From an optimization exercise on the open Yosys and OpenROAD flow, aimed at small area; shortcuts taken in it are not production practice. The RTL was checked by simulation tests, not by an equivalence proof against the original design. No driver is modelled on the clock port, so clock power and skew are understated where the tree is cut down; a real chip needs a root buffer or a tree. Power and IR drop assume default switching activity.

Setup of P:
==> flow/design.v <==
`timescale 1ns / 1ps
package mdlr_pkg;
  localparam int DriveW    = 10;
  localparam int AdvanceW  = 6;
  localparam int HallW     = 9;
  localparam int PwmMax    = 1000;
  localparam logic [1:0] MODE_DUTY    = 2'd0;
  localparam logic [1:0] MODE_CURRENT = 2'd1;
  localparam logic [1:0] MODE_SPEED   = 2'd2;
endpackage
`timescale 1ns / 1ps
module motor_drive_level_regulator #(
  parameter int PWM_MID = 0,
  parameter int PWM_MAX = 1000
) (
  input  logic        clk,
  input  logic        rst_n,
  input  logic        in_tvalid,
  output logic        in_tready,
  input  logic [63:0] in_tdata,
  output logic        out_tvalid,
  input  logic        out_tready,
  output logic [23:0] out_tdata,
  input  logic        cfg_valid,
  output logic        cfg_ready,
  input  logic [2:0]  cfg_index,
  input  logic [13:0] cfg_data
);
  logic [1:0]  mode_r;
  logic [11:0] lim_n;
  logic        bbc_r;
  logic        coast_r;
  logic        wen_r;
  logic [13:0] wspd_n;
  logic [12:0] wcur_n;
  logic [5:0]  wmax_n;
  logic        s1_valid_r;
  logic        out_valid_r;
  logic        s1_adv;
  logic        take;
  logic [9:0]  drive_r;
  logic [5:0]  adv_r;
  logic [8:0]  hall_r;
  logic [9:0]  pend_r, pend_nxt;
  logic        lim_on;
  logic        abs_cfg;
  logic [9:0]  d;
  logic [5:0]  a;
  function automatic logic ult(input logic [13:0] x, input logic [13:0] y);
    logic c;
    c = 1'b0;
    for (int i = 0; i < 14; i++) c = (!x[i] && y[i]) || ((!x[i] || y[i]) && c);
    ult = c;
  endfunction
  function automatic logic ugt(input logic [13:0] x, input logic [13:0] y, input logic ci);
    logic c;
    c = ci;
    for (int i = 0; i < 14; i++) c = (x[i] && !y[i]) || ((x[i] || !y[i]) && c);
    ugt = c;
  endfunction
  function automatic logic [13:0] add13(input logic [12:0] x, input logic [12:0] y,
                                        input logic ci);
    logic c;
    c = ci;
    for (int i = 0; i < 13; i++) begin
      add13[i] = x[i] ^ y[i] ^ c;
      c = (x[i] && y[i]) || (x[i] && c) || (y[i] && c);
    end
    add13[13] = c;
  endfunction
  function automatic logic [9:0] add10(input logic [9:0] x, input logic [9:0] y);
    logic [13:0] r;
    r = add13({3'd0, x}, {3'd0, y}, 1'b0);
    add10 = r[9:0];
  endfunction
  assign cfg_ready = 1'b1;
  logic [13:0] cfg_d;
  assign cfg_d = cfg_data & {14{rst_n}};
  always_ff @(posedge clk) begin
    if (!rst_n || (cfg_valid && cfg_index == 3'd0)) mode_r  <= cfg_d[1:0];
    if (!rst_n || (cfg_valid && cfg_index == 3'd1)) lim_n   <= ~cfg_d[11:0];
    if (!rst_n || (cfg_valid && cfg_index == 3'd2)) bbc_r   <= cfg_d[0];
    if (!rst_n || (cfg_valid && cfg_index == 3'd3)) coast_r <= cfg_d[0];
    if (!rst_n || (cfg_valid && cfg_index == 3'd4)) wen_r   <= cfg_d[0];
    if (!rst_n || (cfg_valid && cfg_index == 3'd5)) wspd_n  <= ~cfg_d[13:0];
    if (!rst_n || (cfg_valid && cfg_index == 3'd6)) wcur_n  <= ~cfg_d[12:0];
    if (!rst_n || (cfg_valid && cfg_index == 3'd7)) wmax_n  <= ~cfg_d[5:0];
  end
  assign s1_adv    = s1_valid_r && (!out_valid_r || out_tready);
  assign in_tready = !s1_valid_r || s1_adv;
  assign take      = in_tready && in_tvalid;
  assign lim_on  = (lim_n != '1);
  assign abs_cfg = !lim_on && (mode_r != 2'd3);
  logic adv_pend;
  assign adv_pend = s1_valid_r && !abs_cfg;
  assign d = add10(drive_r, {{8{pend_r[1] & s1_valid_r}}, pend_r[1:0] & {2{s1_valid_r}}});
  logic [9:0] a10;
  assign a10 = add10({4'd0, adv_r}, {{8{pend_r[3] & adv_pend}}, pend_r[3:2] & {2{adv_pend}}});
  assign a = a10[5:0];
  always_comb begin
    logic [13:0]        tgt;
    logic [11:0]        brk;
    logic signed [12:0] cur;
    logic [13:0]        spd;
    logic [8:0]         hall;
    logic               slot;
    logic               brk_on, tp, edge_seen, spd_on;
    logic               cur_neg, cur_pos, cgn, clt, cgt, s_gt_t, t_gt_s, t_ge_s;
    logic               dz, dm, d1, gt, eq, lt, lt1;
    logic [13:0]        diff;
    logic               cgn_neg, cgn_pos;
    logic [13:0]        x;
    logic               up1, dn1, upb, dnb;
    logic [1:0]         s1, sb, dd, ad;
    logic               wrise;
    logic [9:0]         tsat;
    tgt  = in_tdata[13:0];
    brk  = in_tdata[25:14];
    cur  = $signed(in_tdata[38:26]);
    spd  = in_tdata[52:39];
    hall = in_tdata[61:53];
    slot = in_tdata[62];
    brk_on    = (brk != '0);
    tp        = (tgt != '0);
    spd_on    = (spd != '0);
    edge_seen = (hall_r != hall);
    cur_neg   = cur[12];
    cur_pos   = !cur[12] && (cur != '0);
    cgn_neg = 1'b1;
    cgn_pos = 1'b0;
    for (int i = 0; i < 12; i++) begin
      cgn_pos = !cgn_neg && ((brk[i] && cur[i]) || ((brk[i] || cur[i]) && cgn_pos));
      cgn_neg = cgn_neg && !brk[i] && !cur[i];
    end
    cgn       = !cur_neg ? (cur_pos || brk_on) : cgn_pos;
    x         = (mode_r == 2'd1) ? tgt : {2'b00, ~lim_n};
    clt       = cur_neg || ult({2'b00, cur[11:0]}, x);
    cgt       = !cur_neg && ult(x, {2'b00, cur[11:0]});
    t_ge_s    = ugt(tgt, spd, brk_on);
    s_gt_t    = !t_ge_s;
    t_gt_s    = t_ge_s;
    dz   = (d == '0);
    dm   = (d[9:5] == 5'b11111) && (d[4] || d[3]);
    d1   = (d == 10'd1);
    diff = add13({3'd0, d}, {3'b111, ~tgt[9:0]}, 1'b1);
    gt   = (tgt[13:10] != '0) || diff[10];
    eq   = (tgt[13:10] == '0) && (diff[9:0] == '0) && !diff[10];
    lt   = !gt && !eq;
    lt1  = lt && (diff[9:0] != 10'd1);
    up1 = 1'b0;
    dn1 = 1'b0;
    upb = 1'b0;
    dnb = 1'b0;
    case (mode_r)
      2'd0, 2'd2: begin
        if (brk_on) begin
          if (bbc_r) begin
            dn1 = cgn && !dz;
            up1 = !cgn && !dm;
          end else if (mode_r == 2'd0) begin
            dn1 = lt;
          end else begin
            dn1 = s_gt_t && !dz;
          end
        end else begin
          if (tp) begin
            if (mode_r == 2'd0) begin
              up1 = clt && gt && !dm;
              dn1 = (clt && !gt && cur_neg && lt) || (cgt && !dz);
            end else begin
              up1 = clt && t_gt_s && !dm;
              dn1 = (clt && !t_gt_s && cur_neg && !dz) || (cgt && !dz);
            end
          end
          if (coast_r) begin
            if (!tp) begin
              dnb = cur_pos && !dz;
              upb = !cur_pos && edge_seen && !dm;
            end
          end else begin
            dnb = up1 ? !gt : dn1 ? lt1 : lt;
          end
        end
      end
      2'd1: begin
        if (brk_on) begin
          dn1 = spd_on && (!bbc_r || cgn) && !dz;
        end else begin
          if (tp) begin
            up1 = clt && !dm;
            dn1 = cgt && !dz;
          end
          if (coast_r) begin
            if (!tp) begin
              dnb = cur_pos && !dz;
              upb = !cur_pos && edge_seen && !dm;
            end
          end else begin
            dnb = up1 || (!dn1 && !dz) || (dn1 && !d1);
          end
        end
      end
      default: ;
    endcase
    s1 = up1 ? 2'b01 : dn1 ? 2'b11 : 2'b00;
    sb = upb ? 2'b01 : dnb ? 2'b11 : 2'b00;
    dd = s1 + sb;
    if (dn1 && dnb) dd = 2'b10;
    wrise = !ult(spd, ~wspd_n) && tp && !brk_on;
    ad    = 2'b00;
    if (wen_r && lim_on && slot) begin
      if (wrise && ult({1'b0, ~cur[12], cur[11:0]}, {1'b0, wcur_n[12], ~wcur_n[11:0]})) begin
        if (ult({8'd0, a}, {8'd0, ~wmax_n})) ad = 2'b01;
      end else if (a != '0) begin
        ad = 2'b11;
      end
    end
    tsat = ult(14'd1000, tgt) ? 10'd1000 : tgt[9:0];
    if (abs_cfg) pend_nxt = (mode_r == 2'd0) ? tsat : 10'd0;
    else         pend_nxt = {6'd0, ad, dd};
  end
  always_ff @(posedge clk) begin
    if (take) pend_r <= pend_nxt;
  end
  always_ff @(posedge clk) begin
    if (!rst_n) begin
      hall_r <= '0;
    end else if (take) begin
      hall_r <= in_tdata[61:53];
    end
  end
  always_ff @(posedge clk) begin
    if (!rst_n) begin
      drive_r <= '0;
      adv_r   <= '0;
    end else if (s1_adv) begin
      drive_r <= abs_cfg ? pend_r : d;
      adv_r   <= a;
    end
  end
  always_ff @(posedge clk) begin
    if (!rst_n) begin
      s1_valid_r  <= 1'b0;
      out_valid_r <= 1'b0;
    end else begin
      if (in_tready) s1_valid_r <= in_tvalid;
      if (s1_adv) out_valid_r <= 1'b1;
      else if (out_tready) out_valid_r <= 1'b0;
    end
  end
  assign out_tvalid = out_valid_r;
  assign out_tdata  = {7'd0, adv_r, 1'b0, drive_r};
endmodule
==> flow/config.mk <==
export PLATFORM = sky130hd
export DESIGN_NAME = motor_drive_level_regulator
export DESIGN_NICKNAME = motor_drive_level_regulator
export VERILOG_FILES = /design/flow/design.v
export SDC_FILE = /design/flow/constraint.sdc
export NUM_CORES = 4
export LEC_CHECK = 0
export ABC_AREA = 1
export CAP_MARGIN = 20
export CORE_MARGIN = 2
export CORE_UTILIZATION = 65
export SLEW_MARGIN = 20
==> flow/constraint.sdc <==
create_clock -name core_clock -period 12.0 [get_ports {clk}]
set_input_delay 2.4000 -clock core_clock [delete_from_list [all_inputs] [get_ports {clk}]]
set_output_delay 2.4000 -clock core_clock [all_outputs]
set_load 0.01 [all_outputs]
standard.sh (not shown) runs the stock make flow with config.mk's settings and CLKGATE_MAP_FILE= SYNTH_SCRIPT=/design/flow/synth_recipe.tcl, a recipe that flattens the netlist after the stock synthesis.
==> flow/flow/run.sh <==
#!/bin/bash
# Own layout flow: the standard synthesis, then the combinational logic re-mapped with
# stronger ABC area scripts (registers kept as they are; twelve tries of ABC's &deepsyn, the
# smallest result proven equal to the standard netlist is kept), then the standard layout
# with the smallest buffer on the ports, one tie cell for the constant outputs and a
# hand-built clock tree. Each tool's output goes to a log file of its own here.
set -euo pipefail
W=$PWD
R=$W/orfs/results/$FLOW_PLATFORM/motor_drive_level_regulator/base
YOSYS=$FLOW_HOME/../tools/install/yosys/bin/yosys
LIB=$FLOW_HOME/platforms/$FLOW_PLATFORM/lib/sky130_fd_sc_hd__tt_025C_1v80.lib

bash standard.sh synth > $W/flow_synth.log 2>&1
cp $R/1_2_yosys.v $W/std_netlist.v

remap() {
  local v=$1 s=$2 a=${3:-area} c=$1_s$2${3:+_$3}
  sed -e "s#@SEED@#$s#g" $W/flow/$a.abc > $W/area_$c.abc
  sed -e "s#@LIB@#$LIB#g" -e "s#@IN@#$W/std_netlist.v#g" -e "s#@OUT@#$W/reabc_$c.v#g" \
      -e "s#@ABC@#$W/area_$c.abc#g" -e "s#@STAT@#$W/reabc_stat_$c.txt#g" \
      $W/flow/$v.ys > $W/reabc_run_$c.ys
  $YOSYS -s $W/reabc_run_$c.ys > $W/flow_reabc_$c.log 2>&1 || true
}
# three variants (full adders kept or flattened; two mapping scripts), four seeds each,
# four at a time
CANDS="reabc_s0 reabc_s1 reabc_s2 reabc_s3 reabc_flat_s0 reabc_flat_s1 reabc_flat_s2 reabc_flat_s3"
CANDS="$CANDS reabc_flat_s0_area_p reabc_flat_s1_area_p reabc_flat_s2_area_p reabc_flat_s3_area_p"
for s in 0 1 2 3; do remap reabc $s & done
wait
for s in 0 1 2 3; do remap reabc_flat $s & done
wait
for s in 0 1 2 3; do remap reabc_flat $s area_p & done
wait

# candidates, smallest first; keep the first one proven equal to the standard netlist
best=""
for c in $(for c in $CANDS; do
             a=$(awk '/Chip area/ {print $NF}' $W/reabc_stat_$c.txt 2>/dev/null || true)
             [[ -n "$a" ]] && echo "$a $c"
           done | sort -g | awk '{print $2}'); do
  sed -e "s#@LIB@#$LIB#g" -e "s#@STD@#$W/std_netlist.v#g" -e "s#@NEW@#$W/reabc_$c.v#g" \
      $W/flow/equiv.ys > $W/equiv_run_$c.ys
  if $YOSYS -s $W/equiv_run_$c.ys > $W/flow_equiv_$c.log 2>&1; then
    best=$c
    break
  fi
done
if [[ -n "$best" ]]; then
  echo "using the re-mapped netlist $best" > $W/flow_choice.log
  cp $W/reabc_$best.v $R/1_2_yosys.v
else
  echo "no re-mapped netlist proven equal; keeping the standard one" > $W/flow_choice.log
fi
rm -f $R/1_synth.odb $R/1_synth.sdc
export BUFFER_PORTS_ARGS="-buffer_cell sky130_fd_sc_hd__buf_1"
# one tie cell for all the constant outputs
export SKIP_REPAIR_TIE_FANOUT=1
# hand-built clock tree, see flow/pre_cts.tcl
sed -e "s#@DIR@#$W/flow#g" $W/flow/pre_cts.tcl > $W/pre_cts_run.tcl
export PRE_CTS_TCL=$W/pre_cts_run.tcl
bash standard.sh > $W/flow_layout.log 2>&1
==> flow/flow/area_p.abc <==
strash
&get -n
&deepsyn -T 60 -S @SEED@
&put
&get -n
&dch -f
&nf -R 1000 -p
&put
Other scripts of this flow, unchanged in this note and not shown: flow/flow/area.abc, flow/flow/equiv.ys, flow/flow/mktree.tcl, flow/flow/pre_cts.tcl, flow/flow/reabc.ys, flow/flow/reabc_flat.ys
Input changes introduced in Q (baseline for comparison: P):
diff --git a/flow/flow/run.sh b/flow/flow/run.sh
--- a/flow/flow/run.sh
+++ b/flow/flow/run.sh
@@ -3 +3 @@
-# stronger ABC area scripts (registers kept as they are; twelve tries of ABC's &deepsyn, the
+# stronger ABC area scripts (registers kept as they are; eight tries of ABC's &deepsyn, the
@@ -17,2 +17,2 @@
-  local v=$1 s=$2 a=${3:-area} c=$1_s$2${3:+_$3}
-  sed -e "s#@SEED@#$s#g" $W/flow/$a.abc > $W/area_$c.abc
+  local v=$1 s=$2 c=$1_s$2
+  sed -e "s#@SEED@#$s#g" $W/flow/area.abc > $W/area_$c.abc
@@ -24,2 +24 @@
-# three variants (full adders kept or flattened; two mapping scripts), four seeds each,
-# four at a time
+# two variants (full adders kept or flattened), four seeds each, four at a time
@@ -27 +25,0 @@
-CANDS="$CANDS reabc_flat_s0_area_p reabc_flat_s1_area_p reabc_flat_s2_area_p reabc_flat_s3_area_p"
@@ -31,2 +28,0 @@
-wait
-for s in 0 1 2 3; do remap reabc_flat $s area_p & done
removed: flow/flow/area_p.abc
==> comparison <==
Die area grows slightly when moving from P to Q.
P → Q: total power shows a reduction of 1.1%; count of standard-cell rows increased by 3.2% relative to the old numbers; smallest setup slack after layout saw a decrease; overall die height was more or less identical; portion of total power attributed to combinational logic went down.
In Q relative to P, final standard cell area without fillers had gone up slightly.
Edits applied to the flow inputs when going from Q to R:
- a change of SLEW_MARGIN from 20 to 0
- a change of CAP_MARGIN from 20 to 0
R has completed all stages; timing, DRC and antenna checks passed. Going from Q to R, worst setup slack fell 0.012 ns, net count after synthesis about even. When R is set beside Q, its minimum period implied by the final worst setup slack turns out to be 0.012 ns larger. For number of filler cells placed in the layout, Q and R come out practically identical. Maximum frequency across R and Q: no real change.
In every run of this note, the design's own scripts or RTL, not TritonCTS, make the clock network.

[port drivers added, routing unchanged]
In the flow no input, the clock included, has a driving cell. The finished layouts below were timed again as built, in two steps. Step 1, drivers: a clkbuf_16 drives clk and a buf_2 each remaining input, both assumed. Step 2 times the ports against the registers' clock, not the clock port: input delays grow and output delays shrink by t, the midpoint of the rising clock arrivals with the driver on. Slacks: no drivers / after step 1 / after step 2; pairs: no drivers / after step 1.
| run | t (ns) | slack for setup (ns) | slew at the worst register clock pin (ns) |
|---|---|---|---|
| P | 0.428 | 6.087 / 6.093 / 5.665 | 0.12 / 0.12 |
| Q | 0.435 | 5.057 / 5.057 / 4.622 | 0.12 / 0.12 |
| R | 0.433 | 5.045 / 5.042 / 4.609 | 0.12 / 0.12 |
After both steps every run listed still meets setup and hold. For R, which loses most, drivers alone change the setup slack by -0.003 ns; drivers and shift together by -0.436 ns.
